Source: an optimization exercise on an open RTL-to-GDS flow (aim: small area). Production flows keep margins and buffers that such runs may drop.
The RTL was checked by simulation tests, not by an equivalence proof against the original design.

File: design/flow/design.v
`default_nettype none
module map_layout_rom
(
  input  logic [8:0] i_idx,
  output logic [2:0] o_tile
);
  localparam int MAP_W     = 21;
  localparam int MAP_H     = 21;
  localparam int MAP_CELLS = MAP_W * MAP_H;
  localparam logic [4:0] C_X_MAX    = 5'(MAP_W - 1);
  localparam logic [4:0] C_Y_MAX    = 5'(MAP_H - 1);
  localparam logic [8:0] C_LAST_IDX = 9'(MAP_CELLS - 1);
  localparam logic [8:0] C_ORB_MAX  = 9'(MAP_CELLS);
  localparam logic [2:0] TILE_BLACK     = 3'b000;
  localparam logic [2:0] TILE_BIG_ORB   = 3'b001;
  localparam logic [2:0] TILE_SMALL_ORB = 3'b010;
  localparam logic [2:0] TILE_WALL      = 3'b011;
  localparam logic [2:0] TILE_GATE      = 3'b100;
  localparam logic [1:0] ST_INIT  = 2'd0;
  localparam logic [1:0] ST_READY = 2'd1;
  localparam logic [1:0] ST_WRITE = 2'd2;
  function automatic logic is_orb(input logic [2:0] t);
    is_orb = ((t == TILE_BIG_ORB) || (t == TILE_SMALL_ORB));
  endfunction
  function automatic logic [8:0] cell_idx(input logic [4:0] x, input logic [4:0] y);
    cell_idx = (({4'b0, y} * 9'd21) + {4'b0, x});
  endfunction
  logic [8:0] w_x;
  logic [4:0] w_y;
  always_comb begin
    w_x = i_idx;
    w_y = '0;
    for (int r = 0; r < MAP_H; r++) begin
      if (w_x >= 9'(MAP_W)) begin
        w_x = w_x - 9'(MAP_W);
        w_y = w_y + 5'd1;
      end
    end
    if (w_x == 9'd0 || w_x == 9'(C_X_MAX) || w_y == 5'd0 || w_y == C_Y_MAX)
      o_tile = TILE_WALL;
    else if (w_x == 9'd10 && w_y == 5'd10)
      o_tile = TILE_BLACK;
    else if (w_x == 9'd10 && w_y == 5'd9)
      o_tile = TILE_GATE;
    else if ((w_x == 9'd1 || w_x == 9'd19) && (w_y == 5'd1 || w_y == 5'd19))
      o_tile = TILE_BIG_ORB;
    else if (!w_x[0] && !w_y[0])
      o_tile = TILE_WALL;
    else
      o_tile = TILE_SMALL_ORB;
  end
endmodule
`default_nettype wire
`default_nettype none
module map_controller
(
  input  logic       clock_50,
  input  logic       resetn,
  input  logic       init,
  output logic       busy,
  input  logic [4:0] map_x,
  input  logic [4:0] map_y,
  output logic [2:0] sprite_type,
  input  logic       wr_en,
  input  logic [4:0] wr_x,
  input  logic [4:0] wr_y,
  input  logic [2:0] wr_type,
  output logic       wr_ack,
  output logic       wr_err,
  output logic [8:0] orbs_left,
  output logic       level_clear
);
  localparam int MAP_W     = 21;
  localparam int MAP_H     = 21;
  localparam int MAP_CELLS = MAP_W * MAP_H;
  localparam logic [4:0] C_X_MAX    = 5'(MAP_W - 1);
  localparam logic [4:0] C_Y_MAX    = 5'(MAP_H - 1);
  localparam logic [8:0] C_LAST_IDX = 9'(MAP_CELLS - 1);
  localparam logic [8:0] C_ORB_MAX  = 9'(MAP_CELLS);
  localparam logic [2:0] TILE_BLACK     = 3'b000;
  localparam logic [2:0] TILE_BIG_ORB   = 3'b001;
  localparam logic [2:0] TILE_SMALL_ORB = 3'b010;
  localparam logic [2:0] TILE_WALL      = 3'b011;
  localparam logic [2:0] TILE_GATE      = 3'b100;
  localparam logic [1:0] ST_INIT  = 2'd0;
  localparam logic [1:0] ST_READY = 2'd1;
  localparam logic [1:0] ST_WRITE = 2'd2;
  function automatic logic is_orb(input logic [2:0] t);
    is_orb = ((t == TILE_BIG_ORB) || (t == TILE_SMALL_ORB));
  endfunction
  function automatic logic [8:0] cell_idx(input logic [4:0] x, input logic [4:0] y);
    cell_idx = (({4'b0, y} * 9'd21) + {4'b0, x});
  endfunction
  logic [1:0] r_state, w_state_nxt;
  logic [8:0] r_cnt;
  logic [8:0] r_orbs, w_orbs_nxt;
  logic       r_level_clear, r_wr_ack, r_wr_err, w_err_nxt;
  logic       r_rd_valid, r_old_orb;
  logic [2:0] r_rd_data;
  logic [2:0] r_mem     [0:MAP_CELLS-1];
  logic       r_orb_mem [0:MAP_CELLS-1];
  logic       w_rd_ok, w_wr_ok, w_we;
  logic [8:0] w_rd_addr, w_wr_addr, w_waddr;
  logic [2:0] w_wdata, w_rom_tile;
  map_layout_rom u_rom (
    .i_idx  (r_cnt),
    .o_tile (w_rom_tile)
  );
  assign w_rd_ok   = (map_x <= C_X_MAX) && (map_y <= C_Y_MAX);
  assign w_wr_ok   = (wr_x <= C_X_MAX) && (wr_y <= C_Y_MAX) && (wr_type <= TILE_GATE);
  assign w_rd_addr = w_rd_ok ? cell_idx(map_x, map_y) : 9'd0;
  assign w_wr_addr = w_wr_ok ? cell_idx(wr_x, wr_y) : 9'd0;
  always_ff @(posedge clock_50) begin
    if (w_we) begin
      r_mem[w_waddr]     <= w_wdata;
      r_orb_mem[w_waddr] <= is_orb(w_wdata);
    end
    r_rd_data <= r_mem[w_rd_addr];
    r_old_orb <= r_orb_mem[w_wr_addr];
  end
  always_ff @(posedge clock_50 or negedge resetn) begin
    if (!resetn) r_state <= ST_INIT;
    else         r_state <= w_state_nxt;
  end
  always_comb begin
    w_state_nxt = r_state;
    w_we        = 1'b0;
    w_waddr     = w_wr_addr;
    w_wdata     = wr_type;
    w_err_nxt   = 1'b0;
    unique case (r_state)
      ST_INIT: begin
        w_we    = 1'b1;
        w_waddr = r_cnt;
        w_wdata = w_rom_tile;
        if (r_cnt == C_LAST_IDX) w_state_nxt = ST_READY;
      end
      ST_READY: begin
        if (init)         w_state_nxt = ST_INIT;
        else if (wr_en) begin
          if (w_wr_ok)    w_state_nxt = ST_WRITE;
          else            w_err_nxt   = 1'b1;
        end
      end
      ST_WRITE: begin
        w_we        = 1'b1;
        w_state_nxt = init ? ST_INIT : ST_READY;
      end
      default: w_state_nxt = ST_INIT;
    endcase
  end
  always_comb begin
    w_orbs_nxt = r_orbs;
    if (r_state == ST_INIT) begin
      w_orbs_nxt = (r_cnt == 9'd0) ? 9'd0 : r_orbs;
      if (is_orb(w_rom_tile)) w_orbs_nxt = w_orbs_nxt + 9'd1;
    end else if (r_state == ST_WRITE) begin
      if (r_old_orb && !is_orb(wr_type) && r_orbs != 9'd0)
        w_orbs_nxt = r_orbs - 9'd1;
      else if (!r_old_orb && is_orb(wr_type) && r_orbs != C_ORB_MAX)
        w_orbs_nxt = r_orbs + 9'd1;
    end
  end
  always_ff @(posedge clock_50 or negedge resetn) begin
    if (!resetn) begin
      r_cnt         <= '0;
      r_orbs        <= '0;
      r_level_clear <= 1'b0;
      r_wr_ack      <= 1'b0;
      r_wr_err      <= 1'b0;
      r_rd_valid    <= 1'b0;
    end else begin
      r_cnt         <= (r_state == ST_INIT) ? r_cnt + 9'd1 : 9'd0;
      r_orbs        <= w_orbs_nxt;
      r_level_clear <= (w_orbs_nxt == 9'd0) && (w_state_nxt != ST_INIT);
      r_wr_ack      <= (r_state == ST_WRITE);
      r_wr_err      <= w_err_nxt;
      r_rd_valid    <= w_rd_ok && (r_state != ST_INIT);
    end
  end
  assign busy        = (r_state == ST_INIT);
  assign sprite_type = r_rd_valid ? r_rd_data : TILE_BLACK;
  assign wr_ack      = r_wr_ack;
  assign wr_err      = r_wr_err;
  assign orbs_left   = r_orbs;
  assign level_clear = r_level_clear;
endmodule
`default_nettype wire
File: design/flow/run.sh
#!/bin/bash
# synth_recipe.tcl (not shown) runs the flow's synth.tcl, then flattens the netlist and writes it again
# the make line also repeats each setting of config.mk as NAME=value (left out here)
make -C /OpenROAD-flow-scripts/flow DESIGN_CONFIG=/design/flow/config.mk WORK_HOME=/design/flow/orfs CLKGATE_MAP_FILE= SYNTH_SCRIPT=/design/flow/synth_recipe.tcl finish
File: design/flow/config.mk
export PLATFORM = sky130hd
export DESIGN_NAME = map_controller
export DESIGN_NICKNAME = map_controller
export VERILOG_FILES = /design/flow/design.v
export SDC_FILE = /design/flow/constraint.sdc
export NUM_CORES = 4
export LEC_CHECK = 0
export CAP_MARGIN = 20
export CORE_MARGIN = 2
export CORE_UTILIZATION = 40
export SLEW_MARGIN = 20
File: design/flow/constraint.sdc
create_clock -name core_clock -period 40.0 [get_ports {clock_50}]
set_input_delay 8.0000 -clock core_clock [delete_from_list [all_inputs] [get_ports {clock_50}]]
set_output_delay 8.0000 -clock core_clock [all_outputs]
set_load 0.01 [all_outputs]
==> notes.md <==
* Crit path top cell by count: ha_2
* Tcrit/Tclk final at 84.9%
* Initial DRC Count at 7096
* Sequential element share of the synthesized area at 62.6%
* Largest net degree at the start of global routing at 223
* Worst skew pair latency at 0.84 ns
* Clock Tree Root: clkbuf_16
* Mapped Avg Cell Area at 13.0 sq um
* Routed Antenna Nets at 0
* Crit-path max cell delay at 0.94 ns
* Crit end category: flop
* Die area at 218000 sq um
* Setup WS pre-CTS at 5.99 ns
* CTS sink count at 1792
* Post-Syn Area at 85700 sq um
* CP required at 40.47 ns
* Slew Limit Fails at 0
* Max-slew headroom at 13.7%
* CTS tree: done
* First-pass GRT wire length at 372000 um
* Synth top area cells: edfxtp_1 62%, mux4_2 4.5%, nor2_1 3.0%, nand2_1 2.7%, a21oi_1 2.0%
* Synth warn at 2
* CP delay by family, top: compound AO/OA/AOI/OAI gates
* Max Fclk at 0.0294 GHz
* Combinational family with the most area after synthesis: compound AO/OA/AOI/OAI gates
* Die span in x at 467 um
* Top Ports at 43
* Reg-to-reg setup timing slack at 6.04 ns
* Vias in the first global route at 57.2k
* Slowest CP cell: buf_4
* Hold Path Depth at 2
* Port bufs at 42
* Worst-case reg-to-reg path depth at 114
* Post-CTS Setup Bufs at 0
* Total gr overflow at 0
* Hold path startpoint: r_cnt[8]
* Core Region at 213000 sq um
* CP arrival at 34.43 ns
* Worst setup margin at 6.04 ns
* Critical path depth in cells at 114
* Number of synthesized flops with an enable pin at 1764
* Post-synth top cells: 1764 x edfxtp_1, 694 x nor2_1, 606 x nand2_1
* Post-Synth Simple-Gate Area at 10.7%
* Detailed placer's ending HPWL at 149000 um
* PostCTS Resize Cnt at 0
* Cells after DPL at 9113
* Synth Area in XOR/XNOR at 1.48%
* GP Congestion at 0.897
* Die height at 467 um
* Area Overhead vs Synth at 11.4%
* Clock-pin slew on the worst setup and hold paths at 0.07 ns
* RSZ-0062 raised after global routing: false
* Worst Path Buf+Inv at 18
* CTS buffer count at 175
* Compound-gate portion of the synthesized area at 14.3%
* Final nets at 6621
* Yosys reg bits at 1792
* Largest area contributor in the synthesized netlist: edfxtp_1
* RR Startpoint: r_cnt[0]
* CP max FO at 131
* Setup-failing EPs final at 0
* Worst Hold Class: reg -> reg
* GR Util All Layers at 22.5%
* Hold endpoint: r_cnt[8]
* WL met2 at 115000 um
* WS Path Type: reg -> reg
* 1st-pass router iterations at 7
* Met3 WL at 22800 um
* Run status: complete, no violations
* Top-count cell post-synth: edfxtp_1
* Min Hold Slack at 0.714 ns
* Syn nets at 6747
* CTS max path bufs at 3
* Initial Utilization at 40.3%
* Fillers at 18.8k
* H-Tree Depth at 4
* Post-synthesis mux area share at 6.44%
* # DRC at 0
* Synth top area share at 61.8%
* Worst setup path start: r_cnt[0]
* Wire length on met1 at 106000 um
* Cell Count, Final, Fillers Out at 9443
* Vias per inst at 6.22
* Worst flop-to-flop path endpoint: r_orb_mem[2]
* Startpoint class of the critical path: flop
* Initial antenna violation count at 6
* Max cap viols at 0
* Adder-cell share of the synthesized area at 1.88%
* Mapped Cells at 6596
* Average wire per standard cell at 26.6 um
* Post-CTS Hold Buffers at 0
* Fin crit period at 33.96 ns
* Post-synth cell types at 147
* Synth Flop Type: edfxtp_1
* Final wirelength at 251000 um
* Vias at 58.7k
* Final Skew at 0.0344 ns
* Fraction of layout cells with a size suffix above 1 at 12.9%
* Max Used Layer: met5
* Worst-Margin Slew at 1.29 ns
* Rows at 169
* Final hold vios at 0
* Ys async rst share at 1.34%
[routing by layer]
layer / vias up / GRT usage, %
li1: 25700 / -
met5: - / 0
met4: 2 / 6.83
met3: 389 / 4.21
met2: 2832 / 35.3
met1: 29800 / 31.8
[cells in the final DEF, fill, tap and decap left out, types with 77 or more instances in the layout]
| cell type | synthesis | layout |
|---|---|---|
| or3_1 | 85 | 82 |
| o221ai_1 | 191 | 191 |
| mux2i_1 | 119 | 113 |
| nand3_1 | 235 | 231 |
| clkbuf_16 | 0 | 176 |
| o21ai_0 | 153 | 142 |
| a211oi_1 | 93 | 93 |
| mux4_2 | 172 | 172 |
| inv_1 | 118 | 107 |
| a31oi_1 | 90 | 86 |
| nand2_1 | 606 | 574 |
| buf_4 | 7 | 80 |
| a21oi_1 | 347 | 342 |
| o211ai_1 | 148 | 148 |
| edfxtp_1 | 1764 | 1764 |
| xnor2_1 | 103 | 94 |
| o22ai_1 | 93 | 92 |
| nor3_1 | 79 | 77 |
| nor2_1 | 694 | 687 |
| ha_1 | 116 | 93 |
[worst max path at each step]
stage	endpoint	slack [ns]
floorplan	r_orb_mem[0]	-5.09
global placement	r_orb_mem[2]	6.84
detailed placement	r_orb_mem[408]	5.99
CTS	r_orb_mem[2]	5.88
global route	r_orb_mem[2]	3.27
finish	r_orb_mem[2]	6.04
[registers in the layout, indices dropped and copies added (netlist names)]
| name | flops |
|---|---|
| r_orb_mem | 441 |
| r_cnt | 9 |
| r_wr_err | 1 |
| r_orbs | 9 |
| r_old_orb | 1 |
| r_state | 2 |
| r_wr_ack | 1 |
| r_rd_valid | 1 |
| r_mem | 1323 |
| r_level_clear | 1 |
| r_rd_data | 3 |
[stage by stage]
step	utilization, %	cell area (sq um)	TNS (ns)
after global routing	44.9	95500	0
final	44.9	95500	0
after global placement	42.1	89600	0
after CTS	44.9	95400	0
after detailed placement	42.1	89600	0
after floorplan	-	86400	-2243.51
[tightest hold or removal path: cells and delay by family (launching register included)]
kind	cells	cell delay [ns]
compound gates	2	0.20
flops	1	0.48
[final cells by class]
cell class / count / area, sq um / area share (%)
multi-input combinational: 4245 / 30700 / 32.1
sequential: 1792 / 53700 / 56.2
inverter: 122 / 470 / 0.493
tap: 2821 / 3530 / 3.70
timing repair buffer: 134 / 1270 / 1.33
clock buffer: 210 / 4530 / 4.75
clock inverter: 115 / 1360 / 1.42
antenna: 4 / 10.0 / 0.0105
[cells by family (layout without fill, tap and decap cells)]
kind of cell / Yosys count / in the layout
AO/OA/AOI/OAI: 1661 / 1661
XOR/XNOR: 139 / 139
adder cells (fa/ha/maj): 124 / 124
buffers and inverters: 559 / 581
flip-flops: 1792 / 1792
multiplexers: 330 / 330
other: 0 / 4
AND/OR/NAND/NOR: 1991 / 1991

-- re-timing with driven ports --
Ports are ideal in the flow. The routed layout listed here was re-timed in OpenROAD.
Step 1 assumes that a clkbuf_16 drives the clock port and a buf_2 every other input.
Step 2, shift: input delay + t, output delay - t, t = (earliest + latest rising clock arrival at the registers) / 2. This alone moves slack from input paths to output paths.
Three values: ideal, step 1, step 2; two values: the first two.
t (ns): 0.903
setup slack, ns: 6.042 / 6.042 / 6.042
latest minus earliest clock arrival (ns): 0.043 / 0.043
slew at the worst register clock pin (ns): 0.07 / 0.07
After both steps this run still meets setup and hold. The setup slack of this run moves by 0.000 ns with the drivers and by 0.000 ns with both steps.
